Background: an optimization exercise with open tools, aiming at small area, a short achievable clock period and few clock cycles. Do not read the settings as production practice.
RTL that was checked went through simulation tests only; none was proved equivalent to the original.

## job 8754
// rtc_fields_to_epoch_seconds_unit
module rtc_fields_to_epoch_seconds_unit (
  input  logic      clk,
  input  logic      rst,
  input  logic      start,
  output logic      busy,
  input  rfes_pkg::rfes_in_t  fields,
  output logic      done,
  output rfes_pkg::rfes_out_t result,
  input  logic      cfg_write,
  input  logic      cfg_index,
  input  logic      cfg_data
);
  logic        bcd_mode;
  logic        twelve_hour_mode;
  always_ff @(posedge clk) begin
    if (rst) begin
      bcd_mode         <= 1'b1;
      twelve_hour_mode <= 1'b0;
    end else if (cfg_write) begin
      case (cfg_index)
        rfes_pkg::CFG_BCD_MODE:  bcd_mode         <= cfg_data;
        rfes_pkg::CFG_TWELVE_HR: twelve_hour_mode <= cfg_data;
        default:       bcd_mode         <= bcd_mode;
      endcase
    end
  end
  assign busy = 1'b0;
  logic [5:0]  sec6;
  logic [5:0]  min6;
  logic [4:0]  hv5;
  logic [4:0]  day5;
  logic [6:0]  yr7;
  logic [3:0]  mon4;
  logic [3:0]  h4;
  logic [4:0]  hr5;
  logic        leap;
  logic [3:0]  ml;
  logic [1:0]  fields_r;
  logic        err_sec, err_min, err_hr, err_day, err_mon, err_yr, err_all;
  logic t0;
  logic t1;
  logic t2;
  logic t3;
  logic t4;
  logic t5;
  logic t6;
  logic t7;
  logic t8;
  logic t9;
  logic t10;
  logic t11;
  logic t12;
  logic t13;
  logic t14;
  logic t15;
  logic t16;
  logic t17;
  logic t18;
  logic t19;
  logic t20;
  logic t21;
  logic t22;
  logic t23;
  logic t24;
  logic t25;
  logic t26;
  logic t27;
  logic t28;
  logic t29;
  logic t30;
  logic t31;
  logic t32;
  logic t33;
  logic t34;
  logic t35;
  logic t36;
  logic t37;
  logic t38;
  logic t39;
  logic t40;
  logic t41;
  logic t42;
  logic t43;
  logic t44;
  logic t45;
  logic t46;
  logic t47;
  logic t48;
  logic t49;
  logic t50;
  logic t51;
  logic t52;
  logic t53;
  logic t54;
  logic t55;
  logic t56;
  logic t57;
  logic t58;
  logic t59;
  logic t60;
  logic t61;
  logic t62;
  logic t63;
  logic t64;
  ...
Size in the first run: about 740 cells after synthesis, ~89 I/O pins, about 7600 um2 of cells after synthesis.
==> flow/config.mk <==
export PLATFORM = sky130hd
export DESIGN_NAME = rtc_fields_to_epoch_seconds_unit
export DESIGN_NICKNAME = rtc_fields_to_epoch_seconds_unit
export VERILOG_FILES = /design/flow/design.v
export SDC_FILE = /design/flow/constraint.sdc
export NUM_CORES = 4
export LEC_CHECK = 0
export CAP_MARGIN = 20
export CORE_MARGIN = 2
export CORE_UTILIZATION = 40
export CTS_BUF_LIST = sky130_fd_sc_hd__clkbuf_8
export SETUP_SLACK_MARGIN = 5.0
export SLEW_MARGIN = 20
==> flow/constraint.sdc <==
create_clock -name core_clock -period 8.0 [get_ports {clk}]
set_input_delay 1.6000 -clock core_clock [delete_from_list [all_inputs] [get_ports {clk}]]
set_output_delay 1.6000 -clock core_clock [all_outputs]
set_load 0.01 [all_outputs]
standard.sh (not shown) runs the stock make flow with config.mk's settings and CLKGATE_MAP_FILE= SYNTH_SCRIPT=/design/flow/synth_recipe.tcl, a recipe that flattens the netlist after the stock synthesis.
==> flow/flow/run.sh <==
#!/bin/bash
# Standard layout, with the port buffers made of the smallest buffer cell and
# Yosys's generic fine-grained ABC pass skipped, so that the adders written as
# gates reach full-adder extraction as written.
set -euo pipefail
bash standard.sh SYNTH_ARGS=-noabc BUFFER_PORTS_ARGS="-buffer_cell sky130_fd_sc_hd__buf_1" finish > standard_flow.log 2>&1
Testbench counts of job 8754, summed over its fixed seeds: cycles 2,144.
### job 8754 -> job 6853
--- a/flow/design.v
+++ b/flow/design.v
@@ -660,42 +660,42 @@
   end
   logic [3:0]  mona;
   logic [2:0]  monb;
   assign mona[0] = (mon4 == 4'd1) || (mon4 == 4'd5) || (mon4 == 4'd9);
   assign mona[1] = (mon4 == 4'd2) || (mon4 == 4'd6) || (mon4 == 4'd10);
   assign mona[2] = (mon4 == 4'd3) || (mon4 == 4'd7) || (mon4 == 4'd11);
   assign mona[3] = (mon4 == 4'd4) || (mon4 == 4'd8) || (mon4 == 4'd12);
   assign monb[0] = (mon4 == 4'd1) || (mon4 == 4'd2) || (mon4 == 4'd3) || (mon4 == 4'd4);
   assign monb[1] = (mon4 == 4'd5) || (mon4 == 4'd6) || (mon4 == 4'd7) || (mon4 == 4'd8);
   assign monb[2] = (mon4 == 4'd9) || (mon4 == 4'd10) || (mon4 == 4'd11) || (mon4 == 4'd12);
   logic        v_q;
-  logic [5:0]  errs_q;
+  logic [1:0]  errs_q;
   logic        err_q;
   logic [4:0]  q_q;
   logic [1:0]  r_q;
   logic [3:0]  mona_q;   
   logic [2:0]  monb_q;   
   logic [4:0]  day_q;
   logic [4:0]  hr_q;
   logic [5:0]  min_q;
   logic [5:0]  sec_q;
   logic        leap_q;
   always_ff @(posedge clk) begin
     if (rst) begin
       v_q <= 1'b0;
     end else begin
       v_q <= start;
     end
   end
   always_ff @(posedge clk) begin
-    errs_q <= {err_sec, err_min, err_hr, err_day, err_mon, err_yr};
+    errs_q <= {err_day, err_sec || err_min || err_hr || err_mon || err_yr};
     q_q   <= yr7[6:2];
     r_q   <= fields_r;
     mona_q <= mona;
     monb_q <= monb;
     day_q <= day5;
     hr_q  <= hr5;
     min_q <= min6;
     sec_q <= sec6;
     leap_q <= leap;
   end
   assign err_q = |errs_q;
## What came out
The via count reported for job 6853 is lower than the one for job 8754. Post-cts gate resize count: job 6853 higher than job 8754. Changes observed in job 6853 relative to job 8754: synthesized cell count lower, net count after synthesis lower, number of library cell types mapped by synthesis higher. Between job 8754 and job 6853, number of flip-flops and latches decreased.
The RTL of job 6853 was laid out without a check of its function.

==> afterwards: timing with drivers on the ports <==
The flow's constraints put no driver on any port. The routed layouts listed below were extracted and timed again, unchanged, in two steps.
Step 1 assumes that a clkbuf_16 drives the clock port and a buf_2 every other input.
Step 2 adds t to the input delays and takes it off the output delays; t is the mean of the earliest and latest rising clock arrival at the registers after step 1. Input paths then give back, and output paths get back, about the clock's delay inside the block.
Three values: ideal, step 1, step 2; two values: the first two.
run	t, ns	slack for setup (ns)	slew at the worst register clock pin (ns)
job 8754	0.474	5.185 / 5.185 / 4.750	0.08 / 0.08
job 6853	0.476	5.101 / 5.105 / 4.629	0.08 / 0.08
After both steps every run listed still meets setup and hold. For job 6853, which loses most, drivers alone change the setup slack by +0.004 ns; drivers and shift together by -0.472 ns.
